Source: an optimization exercise on an open RTL-to-GDS flow (aim: small area and few clock cycles per item). Production flows keep margins and buffers that such runs may drop. RTL that was checked went through simulation tests only; none was proved equivalent to the original. No functional check of the RTL was part of runs 1 and 2.

$ cat design.v
package yuvcrm_pkg;
  localparam int DIM_W    = 13;
  localparam int POS_W    = 12;
  localparam int SAMPLE_W = 8;
  localparam int ADDR_W   = 24;
  localparam int PLANE_W  = 2;
  localparam int CFG_DATA_W = 32;
  localparam int CFG_ADDR_W = 5;
  localparam logic [DIM_W-1:0] RST_INPUT_WIDTH  = DIM_W'(640);
  localparam logic [DIM_W-1:0] RST_INPUT_HEIGHT = DIM_W'(480);
  localparam logic [DIM_W-1:0] RST_CROP_WIDTH   = DIM_W'(480);
  localparam logic [DIM_W-1:0] RST_CROP_HEIGHT  = DIM_W'(480);
endpackage
module yuv420_crop_rotate_mirror_address (
  input  logic                                 clk,
  input  logic                                 rst_n,
  input  logic                                 cfg_psel,
  input  logic                                 cfg_penable,
  input  logic                                 cfg_pwrite,
  input  logic [yuvcrm_pkg::CFG_ADDR_W-1:0]    cfg_paddr,
  input  logic [yuvcrm_pkg::CFG_DATA_W-1:0]    cfg_pwdata,
  output logic [yuvcrm_pkg::CFG_DATA_W-1:0]    cfg_prdata,
  output logic                                 cfg_pready,
  input  logic                                 in_tvalid,
  output logic                                 in_tready,
  input  logic [31:0]                          in_tdata,   
  input  logic [yuvcrm_pkg::PLANE_W-1:0]       in_tuser,   
  output logic                                 out_tvalid,
  input  logic                                 out_tready,
  output logic [31:0]                          out_tdata,  
  output logic [yuvcrm_pkg::PLANE_W-1:0]       out_tuser   
);
  localparam int DIM_W    = yuvcrm_pkg::DIM_W;
  localparam int POS_W    = yuvcrm_pkg::POS_W;
  localparam int SAMPLE_W = yuvcrm_pkg::SAMPLE_W;
  localparam int ADDR_W   = yuvcrm_pkg::ADDR_W;
  logic [1:0]       mode_r;
  logic [DIM_W-1:0] in_w_r, in_h_r, crop_w_r, crop_h_r;
  logic             cfg_wr;
  assign cfg_pready = 1'b1;
  assign cfg_wr     = cfg_psel && cfg_penable && cfg_pwrite;
  logic [4:0]       wen;
  logic [1:0]       wd_m;
  logic [DIM_W-1:0] wd_w, wd_h, wd_cw, wd_ch;
  always_comb begin
    for (int k = 0; k < 5; k++) wen[k] = !rst_n || (cfg_wr && cfg_paddr[4:2] == 3'(k));
    wd_m  = rst_n ? cfg_pwdata[1:0] : 2'd0;
    wd_w  = rst_n ? cfg_pwdata[DIM_W-1:0] : yuvcrm_pkg::RST_INPUT_WIDTH;
    wd_h  = rst_n ? cfg_pwdata[DIM_W-1:0] : yuvcrm_pkg::RST_INPUT_HEIGHT;
    wd_cw = rst_n ? cfg_pwdata[DIM_W-1:0] : yuvcrm_pkg::RST_CROP_WIDTH;
    wd_ch = rst_n ? cfg_pwdata[DIM_W-1:0] : yuvcrm_pkg::RST_CROP_HEIGHT;
  end
  always_ff @(posedge clk) begin
    if (wen[0]) mode_r   <= wd_m;
    if (wen[1]) in_w_r   <= wd_w;
    if (wen[2]) in_h_r   <= wd_h;
    if (wen[3]) crop_w_r <= wd_cw;
    if (wen[4]) crop_h_r <= wd_ch;
  end
  always_comb begin
    case (cfg_paddr[4:2])
      3'd0:    cfg_prdata = 32'(mode_r);
      3'd1:    cfg_prdata = 32'(in_w_r);
      3'd2:    cfg_prdata = 32'(in_h_r);
      3'd3:    cfg_prdata = 32'(crop_w_r);
      3'd4:    cfg_prdata = 32'(crop_h_r);
      default: cfg_prdata = '0;
    endcase
  end
  function automatic logic [DIM_W:0] rsub(input logic [DIM_W-1:0] a, input logic [DIM_W-1:0] b);
    logic c;
    logic [DIM_W-1:0] nb;
    nb = ~b;
    c  = 1'b1;
    for (int i = 0; i < DIM_W; i++) begin
      rsub[i] = a[i] ^ nb[i] ^ c;
      c       = (a[i] & nb[i]) | (a[i] & c) | (nb[i] & c);
    end
    rsub[DIM_W] = !c;
  endfunction
  function automatic logic [DIM_W:0] radd(input logic [DIM_W-1:0] a, input logic [DIM_W-1:0] b,
                                          input logic btop);
    logic c;
    c = 1'b0;
    for (int i = 0; i < DIM_W; i++) begin
      radd[i] = a[i] ^ b[i] ^ c;
      c       = (a[i] & b[i]) | (a[i] & c) | (b[i] & c);
    end
    radd[DIM_W] = btop ^ c;
  endfunction
  logic             mode_rot, mode_mir;
  logic [DIM_W-1:0] lim_y, lim_z;
  logic [DIM_W:0]   w_diff, h_diff;
  logic             cfg_ok_r;
  logic [DIM_W-1:0] lo_r;
  assign mode_mir = (mode_r == 2'd2);
  assign mode_rot = (mode_r == 2'd1);
  assign lim_y    = mode_mir ? crop_w_r : crop_h_r;
  assign lim_z    = mode_mir ? crop_h_r : crop_w_r;
  assign w_diff   = rsub(in_w_r, crop_w_r);
  assign h_diff   = rsub(in_h_r, crop_h_r);
  always_ff @(posedge clk) begin
    lo_r     <= mode_mir ? w_diff[DIM_W-1:0] : h_diff[DIM_W-1:0];
    cfg_ok_r <= (mode_r != 2'd3) && !w_diff[DIM_W] && !h_diff[DIM_W] &&
                !(in_w_r[12] && |in_w_r[11:0]) && !(in_h_r[12] && |in_h_r[11:0]);
  end
  logic [POS_W-1:0] in_row, in_col, u, v;
  logic             chroma;
  logic [DIM_W-1:0] lo, yp, lv;
  logic [DIM_W:0]   d_lo, d_hi, d_lv;
  logic             keep;
  logic [POS_W-1:0] mul_a, addend;
  assign in_row = in_tdata[11:0];
  assign in_col = in_tdata[23:12];
  assign chroma = |in_tuser;
  assign u      = mode_mir ? in_col : in_row;
  assign v      = mode_mir ? in_row : in_col;
  assign lo     = chroma ? {1'b0, lo_r[DIM_W-1:1]}  : lo_r;
  assign yp     = chroma ? {1'b0, lim_y[DIM_W-1:1]} : lim_y;
  assign lv     = chroma ? {1'b0, lim_z[DIM_W-1:1]} : lim_z;
  logic [DIM_W+1:0] s_lo, s_hi, s_lv;
  yuvcrm_padd #(.N(DIM_W+1), .KIND(1)) u_sub_lo (
    .a({2'b00, u}), .b(~{1'b0, lo}), .ci(1'b1), .s(s_lo));
  yuvcrm_padd #(.N(DIM_W+1), .KIND(0)) u_sub_hi (
    .a(d_lo), .b(~{1'b0, yp}), .ci(1'b1), .s(s_hi));
  yuvcrm_padd #(.N(DIM_W+1), .KIND(0)) u_sub_lv (
    .a({2'b00, v}), .b(~{1'b0, lv}), .ci(1'b1), .s(s_lv));
  assign d_lo = s_lo[DIM_W:0];
  assign d_hi = s_hi[DIM_W:0];
  assign d_lv = s_lv[DIM_W:0];
  assign keep   = cfg_ok_r && (in_tuser != 2'd3) && !d_lo[DIM_W] && d_hi[DIM_W] && d_lv[DIM_W];
  always_comb begin
    if (mode_mir) begin
      mul_a  = ~d_hi[POS_W-1:0];
      addend = ~d_lv[POS_W-1:0];
    end else if (mode_rot) begin
      mul_a  = v;
      addend = ~d_hi[POS_W-1:0];
    end else begin
      mul_a  = d_lo[POS_W-1:0];
      addend = v;
    end
  end
  logic                v_r;
  logic [1:0]          oplane_r;
  logic [SAMPLE_W-1:0] sample_r;
  logic [5:0]          sel1, sel2, sel3;
  logic [POS_W-1:0]    naddend_r;
  logic                go;
  logic go2, o_v_r;
  assign go2       = !o_v_r || out_tready;
  assign go        = !v_r || go2;
  assign in_tready = go;
  always_ff @(posedge clk) begin
    if (!rst_n) begin
      v_r <= 1'b0;
    end else if (go) begin
      v_r <= in_tvalid && keep;
    end
  end
  always_ff @(posedge clk) begin
    if (go) begin
      oplane_r <= {in_tuser[0], in_tuser[1]};   
      sample_r <= in_tdata[31:24];
      for (int j = 0; j < 6; j++) begin
        sel1[j] <= mul_a[2*j] & ~mul_a[2*j+1];
        sel2[j] <= ~mul_a[2*j] & mul_a[2*j+1];
        sel3[j] <= mul_a[2*j] & mul_a[2*j+1];
      end
      naddend_r <= ~addend;
    end
  end
  logic [DIM_W-1:0] mb;
  logic [DIM_W:0]   mb3;
  logic [DIM_W-1:0] nxs;
  logic [ADDR_W:0]  sum;
  logic             chroma_r;
  always_ff @(posedge clk) begin
    mb  <= (mode_r == 2'd0) ? crop_w_r : crop_h_r;
    mb3 <= radd(mb, {mb[DIM_W-2:0], 1'b0}, mb[DIM_W-1]);
  end
  assign chroma_r = |oplane_r;
  assign nxs      = chroma_r ? {naddend_r, 1'b1} : {1'b1, naddend_r};
  logic pp0_0;
  assign pp0_0 = ~((sel1[0] & mb[0]) | (sel3[0] & mb3[0]));
  logic pp0_1;
  assign pp0_1 = ~((sel1[0] & mb[1]) | (sel2[0] & mb[0]) | (sel3[0] & mb3[1]));
  logic pp0_2;
  assign pp0_2 = ~((sel1[0] & mb[2]) | (sel2[0] & mb[1]) | (sel3[0] & mb3[2]));
  logic pp0_3;
  assign pp0_3 = ~((sel1[0] & mb[3]) | (sel2[0] & mb[2]) | (sel3[0] & mb3[3]));
  logic pp0_4;
  assign pp0_4 = ~((sel1[0] & mb[4]) | (sel2[0] & mb[3]) | (sel3[0] & mb3[4]));
  logic pp0_5;
  assign pp0_5 = ~((sel1[0] & mb[5]) | (sel2[0] & mb[4]) | (sel3[0] & mb3[5]));
  logic pp0_6;
  assign pp0_6 = ~((sel1[0] & mb[6]) | (sel2[0] & mb[5]) | (sel3[0] & mb3[6]));
  logic pp0_7;
  assign pp0_7 = ~((sel1[0] & mb[7]) | (sel2[0] & mb[6]) | (sel3[0] & mb3[7]));
  logic pp0_8;
  assign pp0_8 = ~((sel1[0] & mb[8]) | (sel2[0] & mb[7]) | (sel3[0] & mb3[8]));
  logic pp0_9;
  assign pp0_9 = ~((sel1[0] & mb[9]) | (sel2[0] & mb[8]) | (sel3[0] & mb3[9]));
  logic pp0_10;
  assign pp0_10 = ~((sel1[0] & mb[10]) | (sel2[0] & mb[9]) | (sel3[0] & mb3[10]));
  logic pp0_11;
  assign pp0_11 = ~((sel1[0] & mb[11]) | (sel2[0] & mb[10]) | (sel3[0] & mb3[11]));
  logic pp0_12;
  assign pp0_12 = ~((sel1[0] & mb[12]) | (sel2[0] & mb[11]) | (sel3[0] & mb3[12]));
  logic pp0_13;
  assign pp0_13 = ~((sel2[0] & mb[12]) | (sel3[0] & mb3[13]));
  logic pp1_0;
  assign pp1_0 = ~((sel1[1] & mb[0]) | (sel3[1] & mb3[0]));
  logic pp1_1;
  assign pp1_1 = ~((sel1[1] & mb[1]) | (sel2[1] & mb[0]) | (sel3[1] & mb3[1]));
  logic pp1_2;
  assign pp1_2 = ~((sel1[1] & mb[2]) | (sel2[1] & mb[1]) | (sel3[1] & mb3[2]));
  logic pp1_3;
  assign pp1_3 = ~((sel1[1] & mb[3]) | (sel2[1] & mb[2]) | (sel3[1] & mb3[3]));
  logic pp1_4;
  assign pp1_4 = ~((sel1[1] & mb[4]) | (sel2[1] & mb[3]) | (sel3[1] & mb3[4]));
  logic pp1_5;
  assign pp1_5 = ~((sel1[1] & mb[5]) | (sel2[1] & mb[4]) | (sel3[1] & mb3[5]));
  logic pp1_6;
  assign pp1_6 = ~((sel1[1] & mb[6]) | (sel2[1] & mb[5]) | (sel3[1] & mb3[6]));
  logic pp1_7;
  assign pp1_7 = ~((sel1[1] & mb[7]) | (sel2[1] & mb[6]) | (sel3[1] & mb3[7]));
  logic pp1_8;
  assign pp1_8 = ~((sel1[1] & mb[8]) | (sel2[1] & mb[7]) | (sel3[1] & mb3[8]));
  logic pp1_9;
  assign pp1_9 = ~((sel1[1] & mb[9]) | (sel2[1] & mb[8]) | (sel3[1] & mb3[9]));
  logic pp1_10;
  assign pp1_10 = ~((sel1[1] & mb[10]) | (sel2[1] & mb[9]) | (sel3[1] & mb3[10]));
  logic pp1_11;
  assign pp1_11 = ~((sel1[1] & mb[11]) | (sel2[1] & mb[10]) | (sel3[1] & mb3[11]));
  logic pp1_12;
  assign pp1_12 = ~((sel1[1] & mb[12]) | (sel2[1] & mb[11]) | (sel3[1] & mb3[12]));
  logic pp1_13;
  assign pp1_13 = ~((sel2[1] & mb[12]) | (sel3[1] & mb3[13]));
  logic pp2_0;
  assign pp2_0 = ~((sel1[2] & mb[0]) | (sel3[2] & mb3[0]));
  logic pp2_1;
  assign pp2_1 = ~((sel1[2] & mb[1]) | (sel2[2] & mb[0]) | (sel3[2] & mb3[1]));
  logic pp2_2;
  assign pp2_2 = ~((sel1[2] & mb[2]) | (sel2[2] & mb[1]) | (sel3[2] & mb3[2]));
  logic pp2_3;
  assign pp2_3 = ~((sel1[2] & mb[3]) | (sel2[2] & mb[2]) | (sel3[2] & mb3[3]));
  logic pp2_4;
  assign pp2_4 = ~((sel1[2] & mb[4]) | (sel2[2] & mb[3]) | (sel3[2] & mb3[4]));
  logic pp2_5;
  assign pp2_5 = ~((sel1[2] & mb[5]) | (sel2[2] & mb[4]) | (sel3[2] & mb3[5]));
  logic pp2_6;
  assign pp2_6 = ~((sel1[2] & mb[6]) | (sel2[2] & mb[5]) | (sel3[2] & mb3[6]));
  logic pp2_7;
  assign pp2_7 = ~((sel1[2] & mb[7]) | (sel2[2] & mb[6]) | (sel3[2] & mb3[7]));
  logic pp2_8;
  assign pp2_8 = ~((sel1[2] & mb[8]) | (sel2[2] & mb[7]) | (sel3[2] & mb3[8]));
  logic pp2_9;
  assign pp2_9 = ~((sel1[2] & mb[9]) | (sel2[2] & mb[8]) | (sel3[2] & mb3[9]));
  logic pp2_10;
  assign pp2_10 = ~((sel1[2] & mb[10]) | (sel2[2] & mb[9]) | (sel3[2] & mb3[10]));
  logic pp2_11;
  assign pp2_11 = ~((sel1[2] & mb[11]) | (sel2[2] & mb[10]) | (sel3[2] & mb3[11]));
  logic pp2_12;
  assign pp2_12 = ~((sel1[2] & mb[12]) | (sel2[2] & mb[11]) | (sel3[2] & mb3[12]));
  logic pp2_13;
  assign pp2_13 = ~((sel2[2] & mb[12]) | (sel3[2] & mb3[13]));
  logic pp3_0;
  assign pp3_0 = ~((sel1[3] & mb[0]) | (sel3[3] & mb3[0]));
  logic pp3_1;
  assign pp3_1 = ~((sel1[3] & mb[1]) | (sel2[3] & mb[0]) | (sel3[3] & mb3[1]));
  logic pp3_2;
  assign pp3_2 = ~((sel1[3] & mb[2]) | (sel2[3] & mb[1]) | (sel3[3] & mb3[2]));
  logic pp3_3;
  assign pp3_3 = ~((sel1[3] & mb[3]) | (sel2[3] & mb[2]) | (sel3[3] & mb3[3]));
  logic pp3_4;
  assign pp3_4 = ~((sel1[3] & mb[4]) | (sel2[3] & mb[3]) | (sel3[3] & mb3[4]));
  logic pp3_5;
  assign pp3_5 = ~((sel1[3] & mb[5]) | (sel2[3] & mb[4]) | (sel3[3] & mb3[5]));
  logic pp3_6;
  assign pp3_6 = ~((sel1[3] & mb[6]) | (sel2[3] & mb[5]) | (sel3[3] & mb3[6]));
  logic pp3_7;
  assign pp3_7 = ~((sel1[3] & mb[7]) | (sel2[3] & mb[6]) | (sel3[3] & mb3[7]));
  logic pp3_8;
  assign pp3_8 = ~((sel1[3] & mb[8]) | (sel2[3] & mb[7]) | (sel3[3] & mb3[8]));
  logic pp3_9;
  assign pp3_9 = ~((sel1[3] & mb[9]) | (sel2[3] & mb[8]) | (sel3[3] & mb3[9]));
  logic pp3_10;
  assign pp3_10 = ~((sel1[3] & mb[10]) | (sel2[3] & mb[9]) | (sel3[3] & mb3[10]));
  logic pp3_11;
  assign pp3_11 = ~((sel1[3] & mb[11]) | (sel2[3] & mb[10]) | (sel3[3] & mb3[11]));
  logic pp3_12;
  assign pp3_12 = ~((sel1[3] & mb[12]) | (sel2[3] & mb[11]) | (sel3[3] & mb3[12]));
  logic pp3_13;
  assign pp3_13 = ~((sel2[3] & mb[12]) | (sel3[3] & mb3[13]));
  logic pp4_0;
  assign pp4_0 = ~((sel1[4] & mb[0]) | (sel3[4] & mb3[0]));
  logic pp4_1;
  assign pp4_1 = ~((sel1[4] & mb[1]) | (sel2[4] & mb[0]) | (sel3[4] & mb3[1]));
  logic pp4_2;
  assign pp4_2 = ~((sel1[4] & mb[2]) | (sel2[4] & mb[1]) | (sel3[4] & mb3[2]));
  logic pp4_3;
  assign pp4_3 = ~((sel1[4] & mb[3]) | (sel2[4] & mb[2]) | (sel3[4] & mb3[3]));
  logic pp4_4;
  assign pp4_4 = ~((sel1[4] & mb[4]) | (sel2[4] & mb[3]) | (sel3[4] & mb3[4]));
  logic pp4_5;
  assign pp4_5 = ~((sel1[4] & mb[5]) | (sel2[4] & mb[4]) | (sel3[4] & mb3[5]));
  logic pp4_6;
  assign pp4_6 = ~((sel1[4] & mb[6]) | (sel2[4] & mb[5]) | (sel3[4] & mb3[6]));
  logic pp4_7;
  assign pp4_7 = ~((sel1[4] & mb[7]) | (sel2[4] & mb[6]) | (sel3[4] & mb3[7]));
  logic pp4_8;
  assign pp4_8 = ~((sel1[4] & mb[8]) | (sel2[4] & mb[7]) | (sel3[4] & mb3[8]));
  logic pp4_9;
  assign pp4_9 = ~((sel1[4] & mb[9]) | (sel2[4] & mb[8]) | (sel3[4] & mb3[9]));
  logic pp4_10;
  assign pp4_10 = ~((sel1[4] & mb[10]) | (sel2[4] & mb[9]) | (sel3[4] & mb3[10]));
  logic pp4_11;
  assign pp4_11 = ~((sel1[4] & mb[11]) | (sel2[4] & mb[10]) | (sel3[4] & mb3[11]));
  logic pp4_12;
  assign pp4_12 = ~((sel1[4] & mb[12]) | (sel2[4] & mb[11]) | (sel3[4] & mb3[12]));
  logic pp4_13;
  assign pp4_13 = ~((sel2[4] & mb[12]) | (sel3[4] & mb3[13]));
  logic pp5_0;
  assign pp5_0 = ~((sel1[5] & mb[0]) | (sel3[5] & mb3[0]));
  logic pp5_1;
  assign pp5_1 = ~((sel1[5] & mb[1]) | (sel2[5] & mb[0]) | (sel3[5] & mb3[1]));
  logic pp5_2;
  assign pp5_2 = ~((sel1[5] & mb[2]) | (sel2[5] & mb[1]) | (sel3[5] & mb3[2]));
  logic pp5_3;
  assign pp5_3 = ~((sel1[5] & mb[3]) | (sel2[5] & mb[2]) | (sel3[5] & mb3[3]));
  logic pp5_4;
  assign pp5_4 = ~((sel1[5] & mb[4]) | (sel2[5] & mb[3]) | (sel3[5] & mb3[4]));
  logic pp5_5;
  assign pp5_5 = ~((sel1[5] & mb[5]) | (sel2[5] & mb[4]) | (sel3[5] & mb3[5]));
  logic pp5_6;
  assign pp5_6 = ~((sel1[5] & mb[6]) | (sel2[5] & mb[5]) | (sel3[5] & mb3[6]));
  logic pp5_7;
  assign pp5_7 = ~((sel1[5] & mb[7]) | (sel2[5] & mb[6]) | (sel3[5] & mb3[7]));
  logic pp5_8;
  assign pp5_8 = ~((sel1[5] & mb[8]) | (sel2[5] & mb[7]) | (sel3[5] & mb3[8]));
  logic pp5_9;
  assign pp5_9 = ~((sel1[5] & mb[9]) | (sel2[5] & mb[8]) | (sel3[5] & mb3[9]));
  logic pp5_10;
  assign pp5_10 = ~((sel1[5] & mb[10]) | (sel2[5] & mb[9]) | (sel3[5] & mb3[10]));
  logic pp5_11;
  assign pp5_11 = ~((sel1[5] & mb[11]) | (sel2[5] & mb[10]) | (sel3[5] & mb3[11]));
  logic pp5_12;
  assign pp5_12 = ~((sel1[5] & mb[12]) | (sel2[5] & mb[11]) | (sel3[5] & mb3[12]));
  logic pp5_13;
  assign pp5_13 = ~((sel2[5] & mb[12]) | (sel3[5] & mb3[13]));
  logic fs0;
  logic fc0;
  assign fs0 = nxs[2] ^ pp0_2 ^ pp1_0;
  assign fc0 = (nxs[2] & pp0_2) | (nxs[2] & pp1_0) | (pp0_2 & pp1_0);
  logic fs1;
  logic fc1;
  assign fs1 = nxs[3] ^ pp0_3 ^ pp1_1;
  assign fc1 = (nxs[3] & pp0_3) | (nxs[3] & pp1_1) | (pp0_3 & pp1_1);
  logic fs2;
  logic fc2;
  assign fs2 = nxs[4] ^ pp0_4 ^ pp1_2;
  assign fc2 = (nxs[4] & pp0_4) | (nxs[4] & pp1_2) | (pp0_4 & pp1_2);
  logic fs3;
  logic fc3;
  assign fs3 = pp2_0 ^ fc1 ^ fs2;
  assign fc3 = (pp2_0 & fc1) | (pp2_0 & fs2) | (fc1 & fs2);
  logic fs4;
  logic fc4;
  assign fs4 = nxs[5] ^ pp0_5 ^ pp1_3;
  assign fc4 = (nxs[5] & pp0_5) | (nxs[5] & pp1_3) | (pp0_5 & pp1_3);
  logic fs5;
  logic fc5;
  assign fs5 = pp2_1 ^ fc2 ^ fs4;
  assign fc5 = (pp2_1 & fc2) | (pp2_1 & fs4) | (fc2 & fs4);
  logic fs6;
  logic fc6;
  assign fs6 = nxs[6] ^ pp0_6 ^ pp1_4;
  assign fc6 = (nxs[6] & pp0_6) | (nxs[6] & pp1_4) | (pp0_6 & pp1_4);
  logic fs7;
  logic fc7;
  assign fs7 = pp2_2 ^ pp3_0 ^ fc4;
  assign fc7 = (pp2_2 & pp3_0) | (pp2_2 & fc4) | (pp3_0 & fc4);
  logic fs8;
  logic fc8;
  assign fs8 = fs6 ^ fc5 ^ fs7;
  assign fc8 = (fs6 & fc5) | (fs6 & fs7) | (fc5 & fs7);
  logic fs9;
  logic fc9;
  assign fs9 = nxs[7] ^ pp0_7 ^ pp1_5;
  assign fc9 = (nxs[7] & pp0_7) | (nxs[7] & pp1_5) | (pp0_7 & pp1_5);
  logic fs10;
  logic fc10;
  assign fs10 = pp2_3 ^ pp3_1 ^ fc6;
  assign fc10 = (pp2_3 & pp3_1) | (pp2_3 & fc6) | (pp3_1 & fc6);
  logic fs11;
  logic fc11;
  assign fs11 = fs9 ^ fc7 ^ fs10;
  assign fc11 = (fs9 & fc7) | (fs9 & fs10) | (fc7 & fs10);
  logic fs12;
  logic fc12;
  assign fs12 = nxs[8] ^ pp0_8 ^ pp1_6;
  assign fc12 = (nxs[8] & pp0_8) | (nxs[8] & pp1_6) | (pp0_8 & pp1_6);
  logic fs13;
  logic fc13;
  assign fs13 = pp2_4 ^ pp3_2 ^ pp4_0;
  assign fc13 = (pp2_4 & pp3_2) | (pp2_4 & pp4_0) | (pp3_2 & pp4_0);
  logic fs14;
  logic fc14;
  assign fs14 = fc9 ^ fs12 ^ fs13;
  assign fc14 = (fc9 & fs12) | (fc9 & fs13) | (fs12 & fs13);
  logic fs15;
  logic fc15;
  assign fs15 = fc10 ^ fs14 ^ fc11;
  assign fc15 = (fc10 & fs14) | (fc10 & fc11) | (fs14 & fc11);
  logic fs16;
  logic fc16;
  assign fs16 = nxs[9] ^ pp0_9 ^ pp1_7;
  assign fc16 = (nxs[9] & pp0_9) | (nxs[9] & pp1_7) | (pp0_9 & pp1_7);
  logic fs17;
  logic fc17;
  assign fs17 = pp2_5 ^ pp3_3 ^ pp4_1;
  assign fc17 = (pp2_5 & pp3_3) | (pp2_5 & pp4_1) | (pp3_3 & pp4_1);
  logic fs18;
  logic fc18;
  assign fs18 = fc12 ^ fc13 ^ fs16;
  assign fc18 = (fc12 & fc13) | (fc12 & fs16) | (fc13 & fs16);
  logic fs19;
  logic fc19;
  assign fs19 = fs17 ^ fc14 ^ fs18;
  assign fc19 = (fs17 & fc14) | (fs17 & fs18) | (fc14 & fs18);
  logic fs20;
  logic fc20;
  assign fs20 = nxs[10] ^ pp0_10 ^ pp1_8;
  assign fc20 = (nxs[10] & pp0_10) | (nxs[10] & pp1_8) | (pp0_10 & pp1_8);
  logic fs21;
  logic fc21;
  assign fs21 = pp2_6 ^ pp3_4 ^ pp4_2;
  assign fc21 = (pp2_6 & pp3_4) | (pp2_6 & pp4_2) | (pp3_4 & pp4_2);
  logic fs22;
  logic fc22;
  assign fs22 = pp5_0 ^ fc16 ^ fc17;
  assign fc22 = (pp5_0 & fc16) | (pp5_0 & fc17) | (fc16 & fc17);
  logic fs23;
  logic fc23;
  assign fs23 = fs20 ^ fs21 ^ fc18;
  assign fc23 = (fs20 & fs21) | (fs20 & fc18) | (fs21 & fc18);
  logic fs24;
  logic fc24;
  assign fs24 = fs22 ^ fc19 ^ fs23;
  assign fc24 = (fs22 & fc19) | (fs22 & fs23) | (fc19 & fs23);
  logic fs25;
  logic fc25;
  assign fs25 = nxs[11] ^ pp0_11 ^ pp1_9;
  assign fc25 = (nxs[11] & pp0_11) | (nxs[11] & pp1_9) | (pp0_11 & pp1_9);
  logic fs26;
  logic fc26;
  assign fs26 = pp2_7 ^ pp3_5 ^ pp4_3;
  assign fc26 = (pp2_7 & pp3_5) | (pp2_7 & pp4_3) | (pp3_5 & pp4_3);
  logic fs27;
  logic fc27;
  assign fs27 = pp5_1 ^ fc20 ^ fc21;
  assign fc27 = (pp5_1 & fc20) | (pp5_1 & fc21) | (fc20 & fc21);
  logic fs28;
  logic fc28;
  assign fs28 = fs25 ^ fs26 ^ fc22;
  assign fc28 = (fs25 & fs26) | (fs25 & fc22) | (fs26 & fc22);
  logic fs29;
  logic fc29;
  assign fs29 = fs27 ^ fc23 ^ fs28;
  assign fc29 = (fs27 & fc23) | (fs27 & fs28) | (fc23 & fs28);
  logic fs30;
  logic fc30;
  assign fs30 = nxs[12] ^ pp0_12 ^ pp1_10;
  assign fc30 = (nxs[12] & pp0_12) | (nxs[12] & pp1_10) | (pp0_12 & pp1_10);
  logic fs31;
  logic fc31;
  assign fs31 = pp2_8 ^ pp3_6 ^ pp4_4;
  assign fc31 = (pp2_8 & pp3_6) | (pp2_8 & pp4_4) | (pp3_6 & pp4_4);
  logic fs32;
  logic fc32;
  assign fs32 = pp5_2 ^ fc25 ^ fc26;
  assign fc32 = (pp5_2 & fc25) | (pp5_2 & fc26) | (fc25 & fc26);
  logic fs33;
  logic fc33;
  assign fs33 = fs30 ^ fs31 ^ fc27;
  assign fc33 = (fs30 & fs31) | (fs30 & fc27) | (fs31 & fc27);
  logic fs34;
  logic fc34;
  assign fs34 = fs32 ^ fc28 ^ fs33;
  assign fc34 = (fs32 & fc28) | (fs32 & fs33) | (fc28 & fs33);
  logic fs35;
  logic fc35;
  assign fs35 = pp0_13 ^ pp1_11 ^ pp2_9;
  assign fc35 = (pp0_13 & pp1_11) | (pp0_13 & pp2_9) | (pp1_11 & pp2_9);
  logic fs36;
  logic fc36;
  assign fs36 = pp3_7 ^ pp4_5 ^ pp5_3;
  assign fc36 = (pp3_7 & pp4_5) | (pp3_7 & pp5_3) | (pp4_5 & pp5_3);
  logic fs37;
  logic fc37;
  assign fs37 = fc30 ^ fc31 ^ fs35;
  assign fc37 = (fc30 & fc31) | (fc30 & fs35) | (fc31 & fs35);
  logic fs38;
  logic fc38;
  assign fs38 = fs36 ^ fc32 ^ fs37;
  assign fc38 = (fs36 & fc32) | (fs36 & fs37) | (fc32 & fs37);
  logic fs39;
  logic fc39;
  assign fs39 = fc33 ^ fs38 ^ fc34;
  assign fc39 = (fc33 & fs38) | (fc33 & fc34) | (fs38 & fc34);
  logic fs40;
  logic fc40;
  assign fs40 = pp1_12 ^ pp2_10 ^ pp3_8;
  assign fc40 = (pp1_12 & pp2_10) | (pp1_12 & pp3_8) | (pp2_10 & pp3_8);
  logic fs41;
  logic fc41;
  assign fs41 = pp4_6 ^ pp5_4 ^ fc35;
  assign fc41 = (pp4_6 & pp5_4) | (pp4_6 & fc35) | (pp5_4 & fc35);
  logic fs42;
  logic fc42;
  assign fs42 = fc36 ^ fs40 ^ fc37;
  assign fc42 = (fc36 & fs40) | (fc36 & fc37) | (fs40 & fc37);
  logic fs43;
  logic fc43;
  assign fs43 = fs41 ^ fc38 ^ fs42;
  assign fc43 = (fs41 & fc38) | (fs41 & fs42) | (fc38 & fs42);
  logic fs44;
  logic fc44;
  assign fs44 = pp1_13 ^ pp2_11 ^ pp3_9;
  assign fc44 = (pp1_13 & pp2_11) | (pp1_13 & pp3_9) | (pp2_11 & pp3_9);
  logic fs45;
  logic fc45;
  assign fs45 = pp4_7 ^ pp5_5 ^ fc40;
  assign fc45 = (pp4_7 & pp5_5) | (pp4_7 & fc40) | (pp5_5 & fc40);
  logic fs46;
  logic fc46;
  assign fs46 = fs44 ^ fc41 ^ fs45;
  assign fc46 = (fs44 & fc41) | (fs44 & fs45) | (fc41 & fs45);
  logic fs47;
  logic fc47;
  assign fs47 = fc42 ^ fs46 ^ fc43;
  assign fc47 = (fc42 & fs46) | (fc42 & fc43) | (fs46 & fc43);
  logic fs48;
  logic fc48;
  assign fs48 = pp2_12 ^ pp3_10 ^ pp4_8;
  assign fc48 = (pp2_12 & pp3_10) | (pp2_12 & pp4_8) | (pp3_10 & pp4_8);
  logic fs49;
  logic fc49;
  assign fs49 = pp5_6 ^ fc44 ^ fs48;
  assign fc49 = (pp5_6 & fc44) | (pp5_6 & fs48) | (fc44 & fs48);
  logic fs50;
  logic fc50;
  assign fs50 = fc45 ^ fs49 ^ fc46;
  assign fc50 = (fc45 & fs49) | (fc45 & fc46) | (fs49 & fc46);
  logic fs51;
  logic fc51;
  assign fs51 = pp2_13 ^ pp3_11 ^ pp4_9;
  assign fc51 = (pp2_13 & pp3_11) | (pp2_13 & pp4_9) | (pp3_11 & pp4_9);
  logic fs52;
  logic fc52;
  assign fs52 = pp5_7 ^ fc48 ^ fs51;
  assign fc52 = (pp5_7 & fc48) | (pp5_7 & fs51) | (fc48 & fs51);
  logic fs53;
  logic fc53;
  assign fs53 = fc49 ^ fs52 ^ fc50;
  assign fc53 = (fc49 & fs52) | (fc49 & fc50) | (fs52 & fc50);
  logic fs54;
  logic fc54;
  assign fs54 = pp3_12 ^ pp4_10 ^ pp5_8;
  assign fc54 = (pp3_12 & pp4_10) | (pp3_12 & pp5_8) | (pp4_10 & pp5_8);
  logic fs55;
  logic fc55;
  assign fs55 = fc51 ^ fs54 ^ fc52;
  assign fc55 = (fc51 & fs54) | (fc51 & fc52) | (fs54 & fc52);
  logic fs56;
  logic fc56;
  assign fs56 = pp3_13 ^ pp4_11 ^ pp5_9;
  assign fc56 = (pp3_13 & pp4_11) | (pp3_13 & pp5_9) | (pp4_11 & pp5_9);
  logic fs57;
  logic fc57;
  assign fs57 = fc54 ^ fs56 ^ fc55;
  assign fc57 = (fc54 & fs56) | (fc54 & fc55) | (fs56 & fc55);
  logic fs58;
  logic fc58;
  assign fs58 = pp4_12 ^ pp5_10 ^ fc56;
  assign fc58 = (pp4_12 & pp5_10) | (pp4_12 & fc56) | (pp5_10 & fc56);
  logic fs59;
  logic fc59;
  assign fs59 = pp4_13 ^ pp5_11 ^ fc58;
  assign fc59 = (pp4_13 & pp5_11) | (pp4_13 & fc58) | (pp5_11 & fc58);
  logic [24:0] ra, rb;
  assign ra = {1'b1, pp5_13, pp5_12, fs59, fs58, fs57, fs55, fs53, fs50, fs47, fs43, fs39, fc29, fc24, fs24, fs19, fs15, fc8, fs8, fc3, fs3, fc0, fs0, nxs[1], nxs[0]};
  assign rb = {1'b1, 1'b1, fc59, 1'b1, fc57, 1'b1, fc53, 1'b1, fc47, 1'b1, fc39, 1'b1, fs34, fs29, 1'b1, fc15, 1'b1, fs11, 1'b1, fs5, 1'b1, fs1, 1'b1, pp0_1, pp0_0};
  logic [24:0] cp, cg;
  assign cp = ra ^ rb;
  assign cg = ra & rb;
  logic cg0c;
  assign cg0c = cg[0] | cp[0];
  logic pg0;
  assign pg0 = cg[1] | (cp[1] & cg0c);
  logic pp0x;
  assign pp0x = cp[1] & cp[0];
  logic pg1;
  assign pg1 = cg[3] | (cp[3] & cg[2]);
  logic pp1x;
  assign pp1x = cp[3] & cp[2];
  logic pg2;
  assign pg2 = cg[5] | (cp[5] & cg[4]);
  logic pp2x;
  assign pp2x = cp[5] & cp[4];
  logic pg3;
  assign pg3 = cg[7] | (cp[7] & cg[6]);
  logic pp3x;
  assign pp3x = cp[7] & cp[6];
  logic pg4;
  assign pg4 = cg[9] | (cp[9] & cg[8]);
  logic pp4x;
  assign pp4x = cp[9] & cp[8];
  logic pg5;
  assign pg5 = cg[11] | (cp[11] & cg[10]);
  logic pp5x;
  assign pp5x = cp[11] & cp[10];
  logic pg6;
  assign pg6 = cg[13] | (cp[13] & cg[12]);
  logic pp6x;
  assign pp6x = cp[13] & cp[12];
  logic pg7;
  assign pg7 = cg[15] | (cp[15] & cg[14]);
  logic pp7x;
  assign pp7x = cp[15] & cp[14];
  logic pg8;
  assign pg8 = cg[17] | (cp[17] & cg[16]);
  logic pp8x;
  assign pp8x = cp[17] & cp[16];
  logic pg9;
  assign pg9 = cg[19] | (cp[19] & cg[18]);
  logic pp9x;
  assign pp9x = cp[19] & cp[18];
  logic pg10;
  assign pg10 = cg[21] | (cp[21] & cg[20]);
  logic pp10x;
  assign pp10x = cp[21] & cp[20];
  logic pg11;
  assign pg11 = cg[23] | (cp[23] & cg[22]);
  logic pp11x;
  assign pp11x = cp[23] & cp[22];
  logic pg12;
  assign pg12 = pg1 | (pp1x & pg0);
  logic pp12x;
  assign pp12x = pp1x & pp0x;
  logic pg13;
  assign pg13 = pg3 | (pp3x & pg2);
  logic pp13x;
  assign pp13x = pp3x & pp2x;
  logic pg14;
  assign pg14 = pg5 | (pp5x & pg4);
  logic pp14x;
  assign pp14x = pp5x & pp4x;
  logic pg15;
  assign pg15 = pg7 | (pp7x & pg6);
  logic pp15x;
  assign pp15x = pp7x & pp6x;
  logic pg16;
  assign pg16 = pg9 | (pp9x & pg8);
  logic pp16x;
  assign pp16x = pp9x & pp8x;
  logic pg17;
  assign pg17 = pg11 | (pp11x & pg10);
  logic pp17x;
  assign pp17x = pp11x & pp10x;
  logic pg18;
  assign pg18 = pg13 | (pp13x & pg12);
  logic pp18x;
  assign pp18x = pp13x & pp12x;
  logic pg19;
  assign pg19 = pg15 | (pp15x & pg14);
  logic pp19x;
  assign pp19x = pp15x & pp14x;
  logic pg20;
  assign pg20 = pg17 | (pp17x & pg16);
  logic pp20x;
  assign pp20x = pp17x & pp16x;
  logic pg21;
  assign pg21 = pg19 | (pp19x & pg18);
  logic pp21x;
  assign pp21x = pp19x & pp18x;
  logic pg22;
  assign pg22 = pg20 | (pp20x & pg21);
  logic pp22x;
  assign pp22x = pp20x & pp21x;
  logic pg23;
  assign pg23 = pg14 | (pp14x & pg18);
  logic pp23x;
  assign pp23x = pp14x & pp18x;
  logic pg24;
  assign pg24 = pg16 | (pp16x & pg21);
  logic pp24x;
  assign pp24x = pp16x & pp21x;
  logic pg25;
  assign pg25 = pg2 | (pp2x & pg12);
  logic pp25x;
  assign pp25x = pp2x & pp12x;
  logic pg26;
  assign pg26 = pg4 | (pp4x & pg18);
  logic pp26x;
  assign pp26x = pp4x & pp18x;
  logic pg27;
  assign pg27 = pg6 | (pp6x & pg23);
  logic pp27x;
  assign pp27x = pp6x & pp23x;
  logic pg28;
  assign pg28 = pg8 | (pp8x & pg21);
  logic pp28x;
  assign pp28x = pp8x & pp21x;
  logic pg29;
  assign pg29 = pg10 | (pp10x & pg24);
  logic pp29x;
  assign pp29x = pp10x & pp24x;
  logic pg30;
  assign pg30 = cg[2] | (cp[2] & pg0);
  logic pp30x;
  assign pp30x = cp[2] & pp0x;
  logic pg31;
  assign pg31 = cg[4] | (cp[4] & pg12);
  logic pp31x;
  assign pp31x = cp[4] & pp12x;
  logic pg32;
  assign pg32 = cg[6] | (cp[6] & pg25);
  logic pp32x;
  assign pp32x = cp[6] & pp25x;
  logic pg33;
  assign pg33 = cg[8] | (cp[8] & pg18);
  logic pp33x;
  assign pp33x = cp[8] & pp18x;
  logic pg34;
  assign pg34 = cg[10] | (cp[10] & pg26);
  logic pp34x;
  assign pp34x = cp[10] & pp26x;
  logic pg35;
  assign pg35 = cg[12] | (cp[12] & pg23);
  logic pp35x;
  assign pp35x = cp[12] & pp23x;
  logic pg36;
  assign pg36 = cg[14] | (cp[14] & pg27);
  logic pp36x;
  assign pp36x = cp[14] & pp27x;
  logic pg37;
  assign pg37 = cg[16] | (cp[16] & pg21);
  logic pp37x;
  assign pp37x = cp[16] & pp21x;
  logic pg38;
  assign pg38 = cg[18] | (cp[18] & pg28);
  logic pp38x;
  assign pp38x = cp[18] & pp28x;
  logic pg39;
  assign pg39 = cg[20] | (cp[20] & pg24);
  logic pp39x;
  assign pp39x = cp[20] & pp24x;
  logic pg40;
  assign pg40 = cg[22] | (cp[22] & pg29);
  logic pp40x;
  assign pp40x = cp[22] & pp29x;
  logic pg41;
  assign pg41 = cg[24] | (cp[24] & pg22);
  logic pp41x;
  assign pp41x = cp[24] & pp22x;
  assign sum = {~(cp[24] ^ pg22), ~(cp[23] ^ pg40), ~(cp[22] ^ pg29), ~(cp[21] ^ pg39), ~(cp[20] ^ pg24), ~(cp[19] ^ pg38), ~(cp[18] ^ pg28), ~(cp[17] ^ pg37), ~(cp[16] ^ pg21), ~(cp[15] ^ pg36), ~(cp[14] ^ pg27), ~(cp[13] ^ pg35), ~(cp[12] ^ pg23), ~(cp[11] ^ pg34), ~(cp[10] ^ pg26), ~(cp[9] ^ pg33), ~(cp[8] ^ pg18), ~(cp[7] ^ pg32), ~(cp[6] ^ pg25), ~(cp[5] ^ pg31), ~(cp[4] ^ pg12), ~(cp[3] ^ pg30), ~(cp[2] ^ pg0), ~(cp[1] ^ cg0c), cp[0]};
  logic [1:0]          o_oplane_r;
  logic [SAMPLE_W-1:0] o_sample_r;
  logic [ADDR_W-1:0]   o_addr_r;
  always_ff @(posedge clk) begin
    if (!rst_n) begin
      o_v_r <= 1'b0;
    end else if (go2) begin
      o_v_r <= v_r;
    end
  end
  always_ff @(posedge clk) begin
    if (go2) begin
      o_oplane_r <= oplane_r;
      o_sample_r <= sample_r;
      o_addr_r   <= chroma_r ? sum[ADDR_W:1] : sum[ADDR_W-1:0];
    end
  end
  assign out_tvalid = o_v_r;
  assign out_tuser  = o_oplane_r;
  assign out_tdata  = {o_sample_r, o_addr_r};
endmodule
module yuvcrm_padd #(parameter int N = 14, parameter int KIND = 1) (
  input  logic [N-1:0] a,
  input  logic [N-1:0] b,
  input  logic         ci,
  output logic [N:0]   s
);
  localparam int L = $clog2(N);
  logic [N-1:0] g [0:2*L+1];
  logic [N-1:0] p [0:2*L+1];
  logic [N-1:0] pb, gb;
  assign pb = a ^ b;
  assign gb = a & b;
  always_comb begin
    g[0] = gb;
    p[0] = pb;
    g[0][0] = gb[0] | (pb[0] & ci);
    for (int l = 0; l < 2*L+1; l++) begin
      g[l+1] = g[l];
      p[l+1] = p[l];
    end
    if (KIND == 0) begin
      for (int l = 0; l < L; l++) begin
        g[l+1] = g[l];
        p[l+1] = p[l];
        for (int i = 0; i < N; i++)
          if ((i >> l) & 1) begin
            g[l+1][i] = g[l][i] | (p[l][i] & g[l][((i >> l) << l) - 1]);
            p[l+1][i] = p[l][i] & p[l][((i >> l) << l) - 1];
          end
      end
      for (int l = L; l < 2*L+1; l++) begin
        g[l+1] = g[l];
        p[l+1] = p[l];
      end
    end else if (KIND == 1) begin
      for (int l = 0; l < L; l++) begin
        g[l+1] = g[l];
        p[l+1] = p[l];
        for (int i = (2 << l) - 1; i < N; i += (2 << l)) begin
          g[l+1][i] = g[l][i] | (p[l][i] & g[l][i - (1 << l)]);
          p[l+1][i] = p[l][i] & p[l][i - (1 << l)];
        end
      end
      for (int l = L - 1; l >= 0; l--) begin
        g[2*L-l] = g[2*L-l-1];
        p[2*L-l] = p[2*L-l-1];
        for (int i = (3 << l) - 1; i < N; i += (2 << l)) begin
          g[2*L-l][i] = g[2*L-l-1][i] | (p[2*L-l-1][i] & g[2*L-l-1][i - (1 << l)]);
          p[2*L-l][i] = p[2*L-l-1][i] & p[2*L-l-1][i - (1 << l)];
        end
      end
      g[2*L+1] = g[2*L];
      p[2*L+1] = p[2*L];
    end else begin
      for (int i = 1; i < N; i++) begin
        g[1][i] = g[1][i] | (p[1][i] & g[1][i-1]);
      end
      for (int l = 1; l < 2*L+1; l++) begin
        g[l+1] = g[l];
        p[l+1] = p[l];
      end
    end
  end
  always_comb begin
    s[0] = pb[0] ^ ci;
    for (int i = 1; i < N; i++) s[i] = pb[i] ^ g[2*L+1][i-1];
    s[N] = g[2*L+1][N-1];
  end
endmodule
$ cat run.sh
#!/bin/bash
# synth_recipe.tcl (not shown) runs the flow's synth.tcl, then flattens the netlist and writes it again
# the make line also repeats each setting of config.mk as NAME=value (left out here)
make -C /OpenROAD-flow-scripts/flow DESIGN_CONFIG=/design/flow/config.mk WORK_HOME=/design/flow/orfs CLKGATE_MAP_FILE= SYNTH_SCRIPT=/design/flow/synth_recipe.tcl finish
$ cat config.mk
export PLATFORM = sky130hd
export DESIGN_NAME = yuv420_crop_rotate_mirror_address
export DESIGN_NICKNAME = yuv420_crop_rotate_mirror_address
export VERILOG_FILES = /design/flow/design.v
export SDC_FILE = /design/flow/constraint.sdc
export NUM_CORES = 4
export LEC_CHECK = 0
export CAP_MARGIN = 20
export CORE_MARGIN = 2
export CORE_UTILIZATION = 40
export SLEW_MARGIN = 20
$ cat constraint.sdc
create_clock -name core_clock -period 6.0 [get_ports {clk}]
set_input_delay 1.2000 -clock core_clock [delete_from_list [all_inputs] [get_ports {clk}]]
set_output_delay 1.2000 -clock core_clock [all_outputs]
set_load 0.01 [all_outputs]
==> results of run 1 <==
==> worst max-delay path, stage by stage (launching register included) <==
cell	delay (ps)
edfxtp_1	360
inv_1	50
ha_1	200
fa_1	390
fa_1	390
fa_1	400
fa_1	400
fa_1	400
fa_1	400
fa_1	400
fa_1	390
fa_1	400
fa_1	390
fa_1	390
fa_1	360
nor2_1	120
nand2_1	80
nor3_2	140
==> metrics by stage <==
stage	setup TNS [ps]	instance area, um^2	utilization (%)	hold WS [ps]
after floorplan	0	13590	-	377.6
after global placement	0	15250	45.60	400.7
after detailed placement	-6.437	15250	45.60	404.5
after CTS	0	15840	47.34	419.4
after global routing	-9.748	15860	47.41	419.2
final	0	15860	47.41	417.2
==> per-layer routing <==
| layer | vias up | wire [um] | GRT usage, % |
|---|---|---|---|
| met5 | - | 13 | 0 |
| met4 | 2 | 1237 | 8.964 |
| met3 | 79 | 2297 | 3.706 |
| met2 | 428 | 16030 | 33.25 |
| met1 | 4919 | 14130 | 25.61 |
| li1 | 4845 | - | - |
==> timing repair <==
item	CTS	global route
resized for setup	0	3
setup buffers	0	1
hold endpoints to repair	0	0
setup endpoints to repair	0	3
==> flip-flops by register name, indices dropped and copies added, names as in the netlist, 6 cells and up <==
register    count
sample_r        8
crop_w_r       13
sel1            6
lo_r           13
mb3            14
o_sample_r      8
in_h_r         13
mb             13
sel2            6
naddend_r      12
in_w_r         13
o_addr_r       24
crop_h_r       13
sel3            6
==> worst max path at each step <==
stage / start / to / depth (start not counted)
5_1_grt: in_h_r[0] / cfg_ok_r / 17
4_1_cts: in_w_r[0] / cfg_ok_r / 17
2_1_floorplan: in_tuser[1] / sel1[4] / 22
3_5_place_dp: in_tuser[1] / sel1[4] / 21
6_report: in_h_r[0] / cfg_ok_r / 17
3_3_place_gp: in_tuser[1] / sel3[4] / 21
==> cell families after synthesis <==
logic type                 count (synthesis)
AOI/OAI and AO/OA                        270
xor gates and xnor gates                  28
adders and majority gates                171
buffers and inverters                    266
DFF                                      171
muxes                                    108
other                                      2
and+or+nand+nor                          306
==> placed cells by master, fill, tap and decap left out, types with 20 or more instances in the layout <==
cell type / instances
mux2i_1: 71
clkdlybuf4s50_1: 105
nor2_1: 57
inv_1: 170
fa_1: 114
and2_1: 25
buf_4: 65
nand2_1: 156
ha_1: 56
dfxtp_1: 43
conb_1: 20
edfxtp_1: 128
a21oi_1: 45
a222oi_1: 72
mux2_2: 37
o21ai_0: 69
==> final cells by class <==
type                       instances  area share, %
multi-input combinational        903          49.37
sequential                       171          29.67
timing repair buffer             170          9.705
inverter                         171          4.048
tap                              448          3.535
clock buffer                      17          2.683
clock inverter                    15         0.9942
==> summary.txt, run 1 <==
Placed design
  – HPWL Detailed: 26760 um
  – Place WS: -3.740 ps
  – GPL Wtd Cong: 0.9585
  – # port buffers: 105
  – Dpl cells: 1862

Layout
  – Layout area overhead: 17.29%
  – Area of the multi-input gates: 7829 um^2
  – Final Non-Filler Cells: 1895
  – Fill count: 3091
  – Storage cell area: 4705 um^2
  – Nets: ~1700
  – Diodes inserted: 0
  – Layout cells sized above 1: 10.30%

Global route
  – Global-route wire length before repair: 55260 um
  – Largest net degree at the start of global routing: 56
  – Total grt overflow: 0
  – Antenna violations before repair: 1
  – Vias in the first global route: 10410
  – Gr usage total: 20.05%

Hold path
  – Hold_sp: sample_r[4]
  – Number of cells on the worst hold path: 0
  – Hold worst-path end: o_sample_r[4]
  – Hold Crit Class: flop to flop

Synth
  – Cell with the most instances after synthesis: inv_1
  – Compound-Gate Fraction of Synth Area: 14.58%
  – Main combinational cell family by area after synthesis: adder cells
  – Distinct cell type count after synthesis: 60
  – Post-synthesis mux area share: 8.338%
  – Cell count after synthesis: 1322
  – Synth Area in Adders: 22.21%
  – Post-Synth XOR/XNOR Area: around 1.8%
  – FFs w/ async S/R, synth: 0%
  – Synthesis-stage register bit count: 171
  – Synthesized area: 13520 um^2
  – Yosys top cell area share: 28.43%
  – Post-synth EDFFs: 128
  – Synth Area in Simple Gates: 10.14%
  – Warnings from Yosys: 7
  – Dominant cells by area after synthesis: edfxtp_1 28%, fa_1 17%, dfxtp_1 6.4%
  – Largest area contributor in the netlist: edfxtp_1
  – Dominant synthesized flop cell: edfxtp_1
  – Post-synthesis sequential area ratio: 34.80%
  – Most frequent cells after synthesis: 170 x inv_1, 157 x nand2_1, 128 x edfxtp_1, 115 x fa_1, 72 x a222oi_1
  – Avg Cell Area, Syn: 10.23 um^2

Drt
  – Wire per inst: 17.78 um
  – Iter 0 DRT Violations: 1313
  – Remaining antenna violation count: 0
  – Vias per Instance: between 5 and 6
  – DRT Pass-1 Iters: 12
  – DRC errors left: 0
  – WL final: 33700 um
  – DR vias: 10270

Clock network
  – CTS tree: yes
  – Sink Count: approximately 170
  – CTS Root Cell: clkbuf_16
  – Skew-Pair Late Insertion Delay: 460 ps
  – CTS Buffer Depth: 2
  – CTS Buf Count: 17
  – Register clock-pin slew on the reported worst setup and hold paths: 80 ps
  – Hold-fix buffers, CTS: 0
  – H-tree lvl count: 4

STA
  – Final WS setup: 262.1 ps
  – Final Cycle Share: 95.63%
  – Fin. Hold Viols: 0
  – Minimum clock period: 5738 ps
  – Worst slew pin tran: ~740 ps
  – Max Freq: 174.3 MHz
  – Slew margin rel.: 50.94%
  – Final setup fails: 0
  – Final Max Slew Viols: 0
  – Worst Skew: between 15 and 20 ps

Worst setup path
  – Reg2reg start: in_h_r[0]
  – Max Fanout on Critical Path: 2
  – Path depth of the worst reg2reg path: 17
  – Worst EP required: 6370 ps
  – Slack of the worst reg-to-reg path: approximately 260 ps
  – CP startpoint kind: flop
  – CP Capture Type: flop
  – Crit Reg-Reg Endpoint: cfg_ok_r
  – Critical Path AT: ~6100 ps
  – Crit path kind: flop to flop

Die
  – Die extent in y: 187.9 um
  – # IOs: 147
  – Starting Density: 40.42%
  – Die area: 35290 um^2
  – Die Wd: 187.9 um
  – Row cnt: 67
  – Placeable core area: 33450 um^2

Job
  – Max-cap violations: 0

Status
  – Outcome: timing/DRC/antenna clean
==> run 2, diff against run 1 <==
--- a/config.mk
+++ b/config.mk
@@ -8,4 +8,5 @@
 export CAP_MARGIN = 20
 export CORE_MARGIN = 2
 export CORE_UTILIZATION = 40
+export CTS_BUF_LIST = sky130_fd_sc_hd__clkbuf_8
 export SLEW_MARGIN = 20
==> run 2 against run 1 <==
  * Critical path depth unchanged
  * Count of clock-buffer cells in the layout unchanged
  * Highest routed layer unchanged
  * Global-route usage about the same
  * Fmax about the same
  * Largest cell class unchanged
  * First-iteration DRC count up 3.3%
  * Clock skew up 5.8 ps
  * Cell count unchanged
  * Still clean
  * Cell area down 1.2%
==> summary.txt, run 2 <==
Status
  – Outcome: timing/DRC/antenna clean

Layout
  – Final Non-Filler Cells: 1895
  – Most flop-heavy register: o_addr_r
  – Commonest non-fill, non-tap cell in the layout: inv_1
  – Layout area overhead: 15.87%
  – Nets: 1683
  – Diodes inserted: 0
  – Largest register FFs: 24
  – Layout cells sized above 1: between 10% and 20%
  – Largest registers: o_addr_r (24), mb3 (14)
  – Most frequent cells in the layout: 170 x inv_1, 156 x nand2_1, 128 x edfxtp_1, 114 x fa_1, 105 x clkdlybuf4s50_1
  – Final instance area: 15670 um^2
  – Fill count: between 3000 and 4000
  – Fin util: 46.84%

Clock network
  – CTS Root Cell: clkbuf_8
  – CTS Buf Count: 17
  – CTS Buffer Depth: 2
  – Skew-Pair Late Insertion Delay: 520 ps
  – CTS tree: yes
  – Sink Count: around 170
  – Hold-fix buffers, CTS: 0
  – H-tree lvl count: 4
  – Register clock-pin slew on the reported worst setup and hold paths: 100 ps

Die
  – Row cnt: 67
  – Die area: between 30000 and 40000 um^2
  – Die Wd: 187.9 um
  – # IOs: 147
  – Placeable core area: ~33000 um^2
  – Starting Density: roughly 40%
  – Die extent in y: around 190 um

Synth
  – Dominant cells by area after synthesis: edfxtp_1 28%, fa_1 17%, dfxtp_1 6.4%
  – Avg Cell Area, Syn: 10.23 um^2
  – Largest area contributor in the netlist: edfxtp_1
  – Synthesized area: 13520 um^2
  – Synthesis-stage register bit count: 171
  – Cell with the most instances after synthesis: inv_1
  – Cell count after synthesis: 1322
  – Post-synthesis sequential area ratio: between 30% and 40%
  – Dominant synthesized flop cell: edfxtp_1
  – Distinct cell type count after synthesis: 60
  – FFs w/ async S/R, synth: 0%
  – Warnings from Yosys: 7
  – Yosys top cell area share: 28.43%
  – Post-synth EDFFs: 128
  – Most frequent cells after synthesis: 170 x inv_1, 157 x nand2_1, 128 x edfxtp_1, 115 x fa_1, 72 x a222oi_1

Global route
  – Gr usage total: 20.06%
  – Vias in the first global route: 10460
  – Largest net degree at the start of global routing: 56
  – Global-route wire length before repair: 55500 um
  – Antenna violations before repair: 1
  – Total grt overflow: 0

STA
  – Worst slew pin tran: 728.0 ps
  – Slew margin rel.: 51.47%
  – Fin. Hold Viols: 0
  – Minimum clock period: 5736 ps
  – Final setup fails: 0
  – Final Max Slew Viols: 0
  – Final Cycle Share: 95.61%
  – Max Freq: 174.3 MHz
  – Worst Skew: 25.28 ps

Worst setup path
  – Crit-path slowest cell: fa_1
  – CP peak stage delay: around 400 ps
  – Max Fanout on Critical Path: 2
  – CP Capture Type: flop
  – Crit path kind: flop to flop
  – Crit-path cells: inv_1 > ha_1 > fa_1 > fa_1 > fa_1 > fa_1 > fa_1 > fa_1 > fa_1 > fa_1 > fa_1 > fa_1 > fa_1 > fa_1 > nor2_1 > nand2_1 > nor3_2
  – CP startpoint kind: flop
  – Critical path's most frequent cell: fa_1
  – Worst EP required: 6420 ps
  – Critical Path AT: 6160 ps

Hold path
  – Hold Crit Class: flop to flop

Drt
  – Iter 0 DRT Violations: about 1400
  – DR vias: 10300
  – Vias per Instance: between 5 and 6
  – Remaining antenna violation count: 0
  – DRT Pass-1 Iters: 14
  – WL final: 33720 um
  – DRC errors left: 0
  – Wire per inst: 17.80 um

Job
  – Max-cap violations: 0

Placed design
  – Placed Area: 15250 um^2
  – # port buffers: approximately 110
  – Dpl cells: 1862
  – GPL Wtd Cong: 0.9585
  – HPWL Detailed: 26760 um
-- run 2: worst max-delay path, delay by kind of cell (launching register included) --
kind / cells / cell delay (ps)
flops: 1 / 360
simple gates: 3 / 340
fa+ha+maj: 13 / 4910
buf+inv: 1 / 50
-- run 2: what timing repair did --
action | CTS | global route
buffers inserted | 0 | 1
resized for setup | 0 | 3
endpoints found under the setup margin | 0 | 3
-- run 2: kinds of logic (layout without fill, tap and decap cells) --
family | Yosys count | count (layout) | synth area share (%)
and+or+nand+nor | 306 | 306 | 10.14
AOI/OAI and AO/OA | 270 | 270 | 14.58
buffers and inverters | 266 | 373 | 8.060
adders and majority gates | 171 | 171 | 22.21
DFF | 171 | 171 | 34.80
muxes | 108 | 108 | 8.338
xor gates and xnor gates | 28 | 28 | 1.814
other | 2 | 20 | 0.05555
-- run 2: per-stage QoR --
| step | hold WS, ps | setup WS, ps | setup TNS [ps] |
|---|---|---|---|
| after floorplan | 377.6 | 306.0 | 0 |
| after global placement | 400.7 | 41.12 | 0 |
| after detailed placement | 404.5 | -3.740 | -6.437 |
| after CTS | 424.6 | 34.02 | 0 |
| after global routing | 422.1 | -10.01 | -10.01 |
| final | 421.3 | 263.6 | 0 |
-- run 2: final cells by class --
class | instances | area [um^2] | share of cell area, %
clock buffer | 17 | 234.0 | 1.493
inverter | 171 | 641.9 | 4.097
clock inverter | 15 | 157.7 | 1.006
sequential | 171 | 4705 | 30.03
timing repair buffer | 170 | 1539 | 9.824
multi-input combinational | 903 | 7829 | 49.97
tap | 448 | 560.5 | 3.578
-- run 2: metal layers --
metal	GRT usage [%]	part of all wire, %	vias up
met3	3.874	6.4	76
met5	0	0.053	-
li1	-	-	4851
met1	25.56	42	4944
met2	33.42	48	429
met4	8.510	3.4	2
-- run 2: final timing paths --
kind	from	end	slack, ps	cells past startpoint
setup / recovery	in_h_r[0]	cfg_ok_r	260	17
hold / removal	sample_r[4]	o_sample_r[4]	420	0
setup reg to reg	in_h_r[0]	cfg_ok_r	260	17
hold reg to reg	sample_r[4]	o_sample_r[4]	420	0
==> run 3, diff against run 2 <==
--- a/design.v
+++ b/design.v
@@ -793,7 +793,7 @@
   input  logic         ci,
   output logic [N:0]   s
 );
-  localparam int L = $clog2(N);
+  localparam int L = (N <= 2) ? 1 : (N <= 4) ? 2 : (N <= 8) ? 3 : (N <= 16) ? 4 : 5;
   logic [N-1:0] g [0:2*L+1];
   logic [N-1:0] p [0:2*L+1];
   logic [N-1:0] pb, gb;
==> run 3 against run 2 <==
  * Still clean
  * Synthesized cell count is the same
  * Clock skew did not move
  * Cell area stayed put
  * Core utilization unchanged
  * Critical endpoint unchanged
==> summary.txt, run 3 <==
Status
  – Outcome: timing/DRC/antenna clean

Worst setup path
  – Crit-path cells: inv_1 > ha_1 > fa_1 > fa_1 > fa_1 > fa_1 > fa_1 > fa_1 > fa_1 > fa_1 > fa_1 > fa_1 > fa_1 > fa_1 > nor2_1 > nand2_1 > nor3_2
  – Crit-path slowest cell: fa_1
  – CP Capture Type: flop
  – Critical path's most frequent cell: fa_1
  – CP startpoint kind: flop
  – Buf+Inv Stages, Crit Path: 1
  – CP peak stage delay: 400 ps
  – Crit path kind: flop to flop
  – Critical Path AT: about 6200 ps
  – Worst EP required: roughly 6400 ps
  – Critical path's top delay family: adder cells
  – Max Fanout on Critical Path: 2

Layout
  – Commonest non-fill, non-tap cell in the layout: inv_1
  – Most frequent cells in the layout: 170 x inv_1, 156 x nand2_1, 128 x edfxtp_1, 114 x fa_1, 105 x clkdlybuf4s50_1
  – Largest registers: o_addr_r (24), mb3 (14)
  – Layout cells sized above 1: 10.30%
  – Diodes inserted: 0
  – Fill count: a little over 3000
  – Storage cell area: 4705 um^2
  – Layout area overhead: 15.87%
  – Largest register FFs: 24
  – Nets: roughly 1700
  – Most flop-heavy register: o_addr_r
  – Area of the multi-input gates: ~7800 um^2

Clock network
  – Hold-fix buffers, CTS: 0
  – CTS tree: yes
  – Skew-Pair Late Insertion Delay: roughly 520 ps
  – Register clock-pin slew on the reported worst setup and hold paths: 100 ps
  – CTS Root Cell: clkbuf_8
  – H-tree lvl count: 4
  – Sink Count: 171
  – CTS Buffer Depth: 2
  – CTS Buf Count: 17

Job
  – Max-cap violations: 0

Die
  – # IOs: 147
  – Row cnt: 67
  – Die extent in y: 187.9 um
  – Die area: 35290 um^2
  – Placeable core area: around 33000 um^2
  – Die Wd: ~190 um
  – Starting Density: 40.42%

Synth
  – Distinct cell type count after synthesis: 60
  – Cell with the most instances after synthesis: inv_1
  – Largest area contributor in the netlist: edfxtp_1
  – Yosys top cell area share: 28.43%
  – Synthesized area: 13520 um^2
  – Avg Cell Area, Syn: 10.23 um^2
  – Cell count after synthesis: 1322
  – Warnings from Yosys: 7
  – Post-Synth XOR/XNOR Area: 1.814%
  – Synthesis-stage register bit count: between 150 and 200
  – Dominant synthesized flop cell: edfxtp_1
  – FFs w/ async S/R, synth: 0%
  – Post-synthesis sequential area ratio: 34.80%
  – Post-synth EDFFs: 128
  – Synth Area in Adders: 22.21%
  – Most frequent cells after synthesis: 170 x inv_1, 157 x nand2_1, 128 x edfxtp_1, 115 x fa_1, 72 x a222oi_1
  – Post-synthesis mux area share: around 8.3%
  – Main combinational cell family by area after synthesis: adder cells
  – Synth Area in Simple Gates: between 10% and 20%
  – Dominant cells by area after synthesis: edfxtp_1 28%, fa_1 17%, dfxtp_1 6.4%
  – Compound-Gate Fraction of Synth Area: 14.58%

STA
  – Worst Skew: 25.28 ps
  – Final setup fails: 0
  – Fin. Hold Viols: 0
  – Max Freq: 174.3 MHz
  – Minimum clock period: between 5000 and 6000 ps
  – Worst slew pin tran: 728.0 ps
  – Setup TNS: 0 ps
  – Final Max Slew Viols: 0
  – Slew margin rel.: 51.47%
  – Final Cycle Share: a little over nine tenths

Global route
  – GR Util met1: 25.56%
  – Antenna violations before repair: 1
  – Total grt overflow: 0
  – GR Layer Usage met3: a little under 4%
  – Gr usage total: approximately a fifth
  – Global-route wire length before repair: around 56000 um
  – Largest net degree at the start of global routing: 56
  – GR peak layer: met2
  – Vias in the first global route: 10460
  – Met2 usage: 33.42%

Drt
  – Remaining antenna violation count: 0
  – WL final: 33720 um
  – DR vias: about 10000
  – Wire per inst: 17.80 um
  – Vias per Instance: 5.436
  – DRC errors left: 0
  – DRT Pass-1 Iters: 14
  – Iter 0 DRT Violations: 1356

Placed design
  – # port buffers: 105
  – GPL Wtd Cong: around 0.96
  – HPWL Detailed: roughly 27000 um

Hold path
  – Hold Crit Class: flop to flop
-- run 3: logic make-up (layout without fill, tap and decap cells) --
logic type / after synthesis / in the layout
adders and majority gates: 171 / 171
and+or+nand+nor: 306 / 306
buffers and inverters: 266 / 373
DFF: 171 / 171
xor gates and xnor gates: 28 / 28
other: 2 / 20
muxes: 108 / 108
AOI/OAI and AO/OA: 270 / 270
-- run 3: metrics by stage --
| step | utilization, % | std cells | setup slack (ps) | cell area (um^2) | hold slack, ps |
|---|---|---|---|---|---|
| floorplan | - | 1340 | 306.0 | 13590 | 377.6 |
| global placement | 45.60 | 1862 | 41.12 | 15250 | 400.7 |
| detailed placement | 45.60 | 1862 | -3.740 | 15250 | 404.5 |
| CTS | 46.77 | 1894 | 34.02 | 15640 | 424.6 |
| global route | 46.84 | 1895 | -10.01 | 15670 | 422.1 |
| finish | 46.84 | 1895 | 263.6 | 15670 | 421.3 |
-- run 3: routing by layer --
layer,wire [um],share of wire [%],vias up
met5,18,0.053,-
met3,2172,6.4,76
met4,1135,3.4,2
met1,14280,42,4944
met2,16110,48,429
li1,-,-,4851
-- run 3: worst paths after layout --
check | start | endpoint | slack, ps | cells after the start
setup / recovery | in_h_r[0] | cfg_ok_r | 260 | 17
hold / removal | sample_r[4] | o_sample_r[4] | 420 | 0
hold reg to reg | sample_r[4] | o_sample_r[4] | 420 | 0
setup reg to reg | in_h_r[0] | cfg_ok_r | 260 | 17
-- run 3: what timing repair did --
item                                    4_1_cts  5_1_grt
buffers inserted                              0        1
gates resized for setup                       0        3
endpoints found under the setup margin        0        3
-- run 3: worst register-to-register path, cell delays in order, from the launching register on --
cell and delay, ps:
edfxtp_1 360, inv_1 50, ha_1 200, fa_1 390, fa_1 390, fa_1 400
fa_1 400, fa_1 400, fa_1 400, fa_1 400, fa_1 390, fa_1 400
fa_1 390, fa_1 390, fa_1 360, nor2_1 120, nand2_1 80, nor3_2 140
-- run 3: area by class of cell --
class                   count  share of cell area [%]
well taps                 448                   3.578
inverters                 171                   4.097
flip-flops and latches    171                   30.03
clock inverters            15                   1.006
clock buffers              17                   1.493
repair buffers            170                   9.824
multi-input cells         903                   49.97
Testbench counts of run 3, summed over its fixed seeds: cycles 58,814, items 58,788.

==> static timing again, ports no longer ideal <==
In the flow no input, the clock included, has a driving cell. The finished layouts below were timed again as built, in two steps.
Step 1: set_driving_cell puts a clkbuf_16 on clk and a buf_2 on each other input, an assumption about the parent block.
Step 2 times the ports against the registers' clock, not the clock port: input delays grow and output delays shrink by t, the midpoint of the rising clock arrivals with the driver on.
Three values: no drivers, after step 1, after step 2; two values: the first two.
run | t (ns) | setup WS [ns] | clock arrival spread, ns
run 1 | 0.500 | 0.262 / 0.262 / -0.030 | 0.023 / 0.023
run 2 | 0.548 | 0.264 / 0.264 / -0.010 | 0.028 / 0.027
run 3 | 0.548 | 0.264 / 0.264 / -0.010 | 0.028 / 0.027
Met with ideal ports but missed after step 2: setup timing in every run listed. For run 1, which loses most, drivers alone change the setup slack by 0.000 ns; drivers and shift together by -0.292 ns.
